Source: an optimization exercise on an open RTL-to-GDS flow (aim: small area, a short achievable clock period and few clock cycles). Production flows keep margins and buffers that such runs may drop.
Power figures rest on the tool's default switching activity, not on a simulated workload.

==> module pk12_out_fifo, before the edit <==
module pk12_out_fifo
(
  input  logic           clk_i,
  input  logic           rst_ni,
  input  logic           push_i,
  input  pk12_pkg::ent_t ent_i,
  input  logic           pop_i,
  input  logic [2:0]     rate_i,    
  input  logic [1:0]     rsrc_i,
  input  logic           looped_i,
  output logic [5:0]     hz_o,      
  output logic [1:0]     rsrc_o,
  output logic           looped_o,
  output logic           valid_o,
  output logic           tail_o,
  output logic           hdr_o,     
  output logic [1:0]     hdrn_a_o,  
  output logic [1:0]     hdrn_r_o,
  output logic           hdr_m_o,
  output pk12_pkg::ent_t head_o
);
  logic           hv_q;
  logic           hh_q;
  logic [1:0]     hhan_q, hhrn_q;  
  logic           hhm_q;           
  logic [5:0]     hz_q;
  logic [1:0]     rsrc_q;
  logic           lp_q;
  pk12_pkg::ent_t h_q;
  logic           pop;
  assign pop     = pop_i && hv_q;
  assign valid_o = hv_q;
  assign tail_o  = h_q.tail;
  assign hdr_o   = hh_q;
  assign hdrn_a_o = hhan_q;
  assign hdrn_r_o = hhrn_q;
  assign hdr_m_o = hhm_q;
  assign hz_o     = hz_q;
  assign rsrc_o   = rsrc_q;
  assign looped_o = lp_q;
  assign head_o  = h_q;
  always_ff @(posedge clk_i or negedge rst_ni) begin
    if (!rst_ni) begin
      hv_q <= 1'b0;
      hh_q <= 1'b0;
    end else if (push_i) begin
      hv_q <= 1'b1;
      hh_q <= (ent_i.kind == pk12_pkg::KIND_HEADER);
    end else if (pop) begin
      hv_q <= h_q.tail;
      hh_q <= 1'b0;
    end
  end
  always_ff @(posedge clk_i) begin
    if (push_i)   hhan_q[0] <= (ent_i.kind != pk12_pkg::KIND_HEADER);
    else if (pop) hhan_q[0] <= 1'b1;
  end
  always_ff @(posedge clk_i) begin
    if (push_i)                    hhan_q[1] <= (ent_i.kind != pk12_pkg::KIND_HEADER);
    else if (pop || !hv_q || !hh_q) hhan_q[1] <= 1'b1;
  end
  always_ff @(posedge clk_i) begin
    if (push_i)             hhrn_q[0] <= (ent_i.kind != pk12_pkg::KIND_HEADER);
    else if (pop || !hv_q)  hhrn_q[0] <= 1'b1;
  end
  always_ff @(posedge clk_i) begin
    if (push_i)             hhrn_q[1] <= (ent_i.kind != pk12_pkg::KIND_HEADER);
    else if (pop || !hh_q)  hhrn_q[1] <= 1'b1;
  end
  always_ff @(posedge clk_i) begin
    if (push_i)             hhm_q <= (ent_i.kind == pk12_pkg::KIND_HEADER);
    else if (pop || !hh_q)  hhm_q <= 1'b0;
  end
  always_ff @(posedge clk_i) begin
    if (push_i) begin
      if (ent_i.kind == pk12_pkg::KIND_HEADER) begin
        hz_q   <= {!rate_i[2], !rate_i[0], rate_i[1], rate_i[0], rate_i[2], !rate_i[1]};
        rsrc_q <= rsrc_i;
        lp_q   <= looped_i;
      end else begin
        hz_q   <= '0;
        rsrc_q <= '0;
        lp_q   <= 1'b0;
      end
    end else if (pop) begin
      hz_q   <= '0;
      rsrc_q <= '0;
      lp_q   <= 1'b0;
    end
  end
  always_ff @(posedge clk_i) begin
    if (push_i) begin
      h_q <= ent_i;
    end else if (pop) begin
      h_q      <= '0;
      h_q.kind <= h_q.tail_err ? pk12_pkg::KIND_ERROR : pk12_pkg::KIND_DONE;
    end
  end
endmodule
==> module packed_12bit_sample_file_decoder, before the edit <==
module packed_12bit_sample_file_decoder
(
  input  logic               clk_i,
  input  logic               rst_ni,
  input  logic               byte_valid_i,
  output logic               byte_ready_o,
  input  logic [7:0]         byte_data_i,
  input  logic               byte_last_i,
  output logic               res_valid_o,
  input  logic               res_ready_i,
  output logic [1:0]         res_kind_o,
  output logic signed [15:0] res_sample_o,
  output logic [15:0]        res_rate_hz_o,
  output logic [1:0]         res_rate_source_o,
  output logic               res_looped_o,
  output logic [16:0]        res_attack_len_o,
  output logic [16:0]        res_repeat_len_o,
  output logic [1:0]         res_error_code_o,
  output logic               res_end_of_run_o
);
  logic        a_v_q, bn_q;
  logic [7:0]  a_d_q, b_d_q;
  logic        a_l_q, b_l_q;
  logic        take, a_free, proc;
  logic        mod, nw;
  logic        hv, htail, hh, hhm;
  logic [1:0]  hhan, hhrn;
  logic        proc_pop, proc_nopop;
  pk12_pkg::ent_t ent;
  pk12_pkg::ent_t head;
  logic        looped;
  logic [2:0]  rate;
  logic [5:0]  hz;
  logic [1:0]  rsrc_h;
  logic        looped_h;
  logic [1:0]  rsrc;
  logic [16:0] atkn, repn;
  assign byte_ready_o = bn_q;
  assign take   = byte_valid_i && bn_q;
  assign proc_nopop = a_v_q && !(hh && mod) && (!nw || !hv);
  assign proc_pop   = a_v_q && !(hh && mod) && (!nw || !hv || !htail);
  assign proc       = res_ready_i ? proc_pop : proc_nopop;
  assign a_free = !a_v_q || proc;
  always_ff @(posedge clk_i or negedge rst_ni) begin
    if (!rst_ni) begin
      a_v_q <= 1'b0;
      bn_q  <= 1'b1;
    end else if (a_free) begin
      a_v_q <= !bn_q || take;
      bn_q  <= 1'b1;
    end else if (take) begin
      bn_q  <= 1'b0;
    end
  end
  always_ff @(posedge clk_i) begin
    if (a_free) begin
      a_d_q <= bn_q ? byte_data_i : b_d_q;
      a_l_q <= bn_q ? byte_last_i : b_l_q;
    end
    if (bn_q) begin
      b_d_q <= byte_data_i;
      b_l_q <= byte_last_i;
    end
  end
  pk12_parse u_parse (
    .clk_i    (clk_i),
    .rst_ni   (rst_ni),
    .proc_i   (proc),
    .data_i   (a_d_q),
    .last_i   (a_l_q),
    .mod_o    (mod),
    .nw_o     (nw),
    .ent_o    (ent),
    .looped_o (looped),
    .rate_o   (rate),
    .rsrc_o   (rsrc),
    .atkn_o   (atkn),
    .repn_o   (repn)
  );
  pk12_out_fifo u_out (
    .clk_i   (clk_i),
    .rst_ni  (rst_ni),
    .push_i  (proc && nw),
    .ent_i   (ent),
    .pop_i   (res_ready_i),
    .valid_o (hv),
    .tail_o  (htail),
    .hdr_o   (hh),
    .hdrn_a_o (hhan),
    .hdrn_r_o (hhrn),
    .hdr_m_o (hhm),
    .rate_i  (rate),
    .rsrc_i  (rsrc),
    .looped_i (looped),
    .hz_o    (hz),
    .rsrc_o  (rsrc_h),
    .looped_o (looped_h),
    .head_o  (head)
  );
  logic r33, r50, r16;
  assign {r16, r50, r33} = rate;
  assign res_valid_o       = hv;
  assign res_kind_o        = head.kind;
  assign res_end_of_run_o  = head.kind[1];
  assign res_sample_o      = {head.smp, 4'b0000};
  assign res_error_code_o  = head.err;
  assign res_rate_hz_o     = {hz[5], hz[4], 4'b0000, hz[5], hz[4], 1'b0, hz[3], hz[2], hhm,
                              hz[1], hz[2], hz[1], hz[0]};
  assign res_rate_source_o = rsrc_h;
  assign res_looped_o      = looped_h;
  assign res_attack_len_o  = ~(atkn | {{8{hhan[1]}}, {9{hhan[0]}}});
  assign res_repeat_len_o  = ~(repn | {{8{hhrn[1]}}, {9{hhrn[0]}}});
endmodule
Settings: LEC_CHECK=0, CAP_MARGIN=20, CORE_MARGIN=2, CORE_UTILIZATION=40, SLEW_MARGIN=20, TNS_END_PERCENT=0; clock period 8.5 ns.
standard.sh (not shown) runs the stock make flow with config.mk's settings and CLKGATE_MAP_FILE= SYNTH_SCRIPT=/design/flow/synth_recipe.tcl, a recipe that flattens the netlist after the stock synthesis.
==> flow/flow/run.sh <==
#!/bin/bash
# The standard layout (standard.sh) with these make settings: SETUP_SLACK_MARGIN=5.9 "BUFFER_PORTS_ARGS=-buffer_cell sky130_fd_sc_hd__buf_1" "CTS_ARGS=-sink_clustering_enable -repair_clock_nets -sink_clustering_size 50 -sink_clustering_max_diameter 300 -dont_use_dummy_load"
# The make output goes to make_finish.log; each ORFS step logs under orfs/logs/.
set -euo pipefail
bash standard.sh SETUP_SLACK_MARGIN=5.9 "BUFFER_PORTS_ARGS=-buffer_cell sky130_fd_sc_hd__buf_1" "CTS_ARGS=-sink_clustering_enable -repair_clock_nets -sink_clustering_size 50 -sink_clustering_max_diameter 300 -dont_use_dummy_load" finish > make_finish.log 2>&1
The baseline completed without violations.
Edit:
--- a/flow/design.v
+++ b/flow/design.v
@@ -215,45 +215,33 @@
 (
   input  logic           clk_i,
   input  logic           rst_ni,
   input  logic           push_i,
   input  pk12_pkg::ent_t ent_i,
   input  logic           pop_i,
-  input  logic [2:0]     rate_i,    
-  input  logic [1:0]     rsrc_i,
-  input  logic           looped_i,
-  output logic [5:0]     hz_o,      
-  output logic [1:0]     rsrc_o,
-  output logic           looped_o,
   output logic           valid_o,
   output logic           tail_o,
   output logic           hdr_o,     
   output logic [1:0]     hdrn_a_o,  
   output logic [1:0]     hdrn_r_o,
   output logic           hdr_m_o,
   output pk12_pkg::ent_t head_o
 );
   logic           hv_q;
   logic           hh_q;
   logic [1:0]     hhan_q, hhrn_q;  
   logic           hhm_q;           
-  logic [5:0]     hz_q;
-  logic [1:0]     rsrc_q;
-  logic           lp_q;
   pk12_pkg::ent_t h_q;
   logic           pop;
   assign pop     = pop_i && hv_q;
   assign valid_o = hv_q;
   assign tail_o  = h_q.tail;
   assign hdr_o   = hh_q;
   assign hdrn_a_o = hhan_q;
   assign hdrn_r_o = hhrn_q;
   assign hdr_m_o = hhm_q;
-  assign hz_o     = hz_q;
-  assign rsrc_o   = rsrc_q;
-  assign looped_o = lp_q;
   assign head_o  = h_q;
   always_ff @(posedge clk_i or negedge rst_ni) begin
     if (!rst_ni) begin
       hv_q <= 1'b0;
       hh_q <= 1'b0;
     end else if (push_i) begin
@@ -283,29 +271,12 @@
   always_ff @(posedge clk_i) begin
     if (push_i)             hhm_q <= (ent_i.kind == pk12_pkg::KIND_HEADER);
     else if (pop || !hh_q)  hhm_q <= 1'b0;
   end
   always_ff @(posedge clk_i) begin
     if (push_i) begin
-      if (ent_i.kind == pk12_pkg::KIND_HEADER) begin
-        hz_q   <= {!rate_i[2], !rate_i[0], rate_i[1], rate_i[0], rate_i[2], !rate_i[1]};
-        rsrc_q <= rsrc_i;
-        lp_q   <= looped_i;
-      end else begin
-        hz_q   <= '0;
-        rsrc_q <= '0;
-        lp_q   <= 1'b0;
-      end
-    end else if (pop) begin
-      hz_q   <= '0;
-      rsrc_q <= '0;
-      lp_q   <= 1'b0;
-    end
-  end
-  always_ff @(posedge clk_i) begin
-    if (push_i) begin
       h_q <= ent_i;
     end else if (pop) begin
       h_q      <= '0;
       h_q.kind <= h_q.tail_err ? pk12_pkg::KIND_ERROR : pk12_pkg::KIND_DONE;
     end
   end
@@ -339,15 +310,12 @@
   logic [1:0]  hhan, hhrn;
   logic        proc_pop, proc_nopop;
   pk12_pkg::ent_t ent;
   pk12_pkg::ent_t head;
   logic        looped;
   logic [2:0]  rate;
-  logic [5:0]  hz;
-  logic [1:0]  rsrc_h;
-  logic        looped_h;
   logic [1:0]  rsrc;
   logic [16:0] atkn, repn;
   assign byte_ready_o = bn_q;
   assign take   = byte_valid_i && bn_q;
   assign proc_nopop = a_v_q && !(hh && mod) && (!nw || !hv);
   assign proc_pop   = a_v_q && !(hh && mod) && (!nw || !hv || !htail);
@@ -398,28 +366,23 @@
     .valid_o (hv),
     .tail_o  (htail),
     .hdr_o   (hh),
     .hdrn_a_o (hhan),
     .hdrn_r_o (hhrn),
     .hdr_m_o (hhm),
-    .rate_i  (rate),
-    .rsrc_i  (rsrc),
-    .looped_i (looped),
-    .hz_o    (hz),
-    .rsrc_o  (rsrc_h),
-    .looped_o (looped_h),
     .head_o  (head)
   );
   logic r33, r50, r16;
   assign {r16, r50, r33} = rate;
   assign res_valid_o       = hv;
   assign res_kind_o        = head.kind;
   assign res_end_of_run_o  = head.kind[1];
   assign res_sample_o      = {head.smp, 4'b0000};
   assign res_error_code_o  = head.err;
-  assign res_rate_hz_o     = {hz[5], hz[4], 4'b0000, hz[5], hz[4], 1'b0, hz[3], hz[2], hhm,
-                              hz[1], hz[2], hz[1], hz[0]};
-  assign res_rate_source_o = rsrc_h;
-  assign res_looped_o      = looped_h;
+  assign res_rate_hz_o     = {hhm && !r16, hhm && !r33, 4'b0000, hhm && !r16, hhm && !r33,
+                              1'b0, hhm && r50, hhm && r33, hhm, hhm && r16, hhm && r33,
+                              hhm && r16, hhm && !r50};
+  assign res_rate_source_o = hhm ? rsrc : 2'd0;
+  assign res_looped_o      = hhm && looped;
   assign res_attack_len_o  = ~(atkn | {{8{hhan[1]}}, {9{hhan[0]}}});
   assign res_repeat_len_o  = ~(repn | {{8{hhrn[1]}}, {9{hhrn[0]}}});
 endmodule
Result: Via count shrinks by about 2%; design area shrinks by about 3%; worst setup slack is better by 0.027 ns; hold slack hardly moves; core utilization grows by 1.1 points; total power shrinks by about 8%; clock-buffer cell count stays the same; wire length shrinks by 5.3%; die area shrinks by 5.4%; combinational power shrinks by about 5%.
No run of this note included a check of the RTL's function; only the layout flow was run.

## port drivers added, routing unchanged
Ports are ideal in the flow. The routed layouts listed here were re-timed in OpenROAD.
Step 1: set_driving_cell puts a clkbuf_16 on clk_i and a buf_2 on each other input, an assumption about the parent block.
Step 2 also shifts input and output timing later by t, the mid clock arrival at the registers, as if the neighbouring blocks saw the same clock.
Three values: ideal ports, drivers, drivers and shift; two values: the first two.
run | shift t [ns] | setup slack, ns | worst setup path after step 2 | worst slew at a driven data input, ns
the first run | 0.388 | 5.613 / 5.589 / 5.228 | input to register | 0.04
the second run | 0.371 | 5.640 / 5.601 / 5.316 | input to register | 0.04
After both steps every run listed still meets setup and hold. For the first run, which loses most, drivers alone change the setup slack by -0.024 ns; drivers and shift together by -0.385 ns.
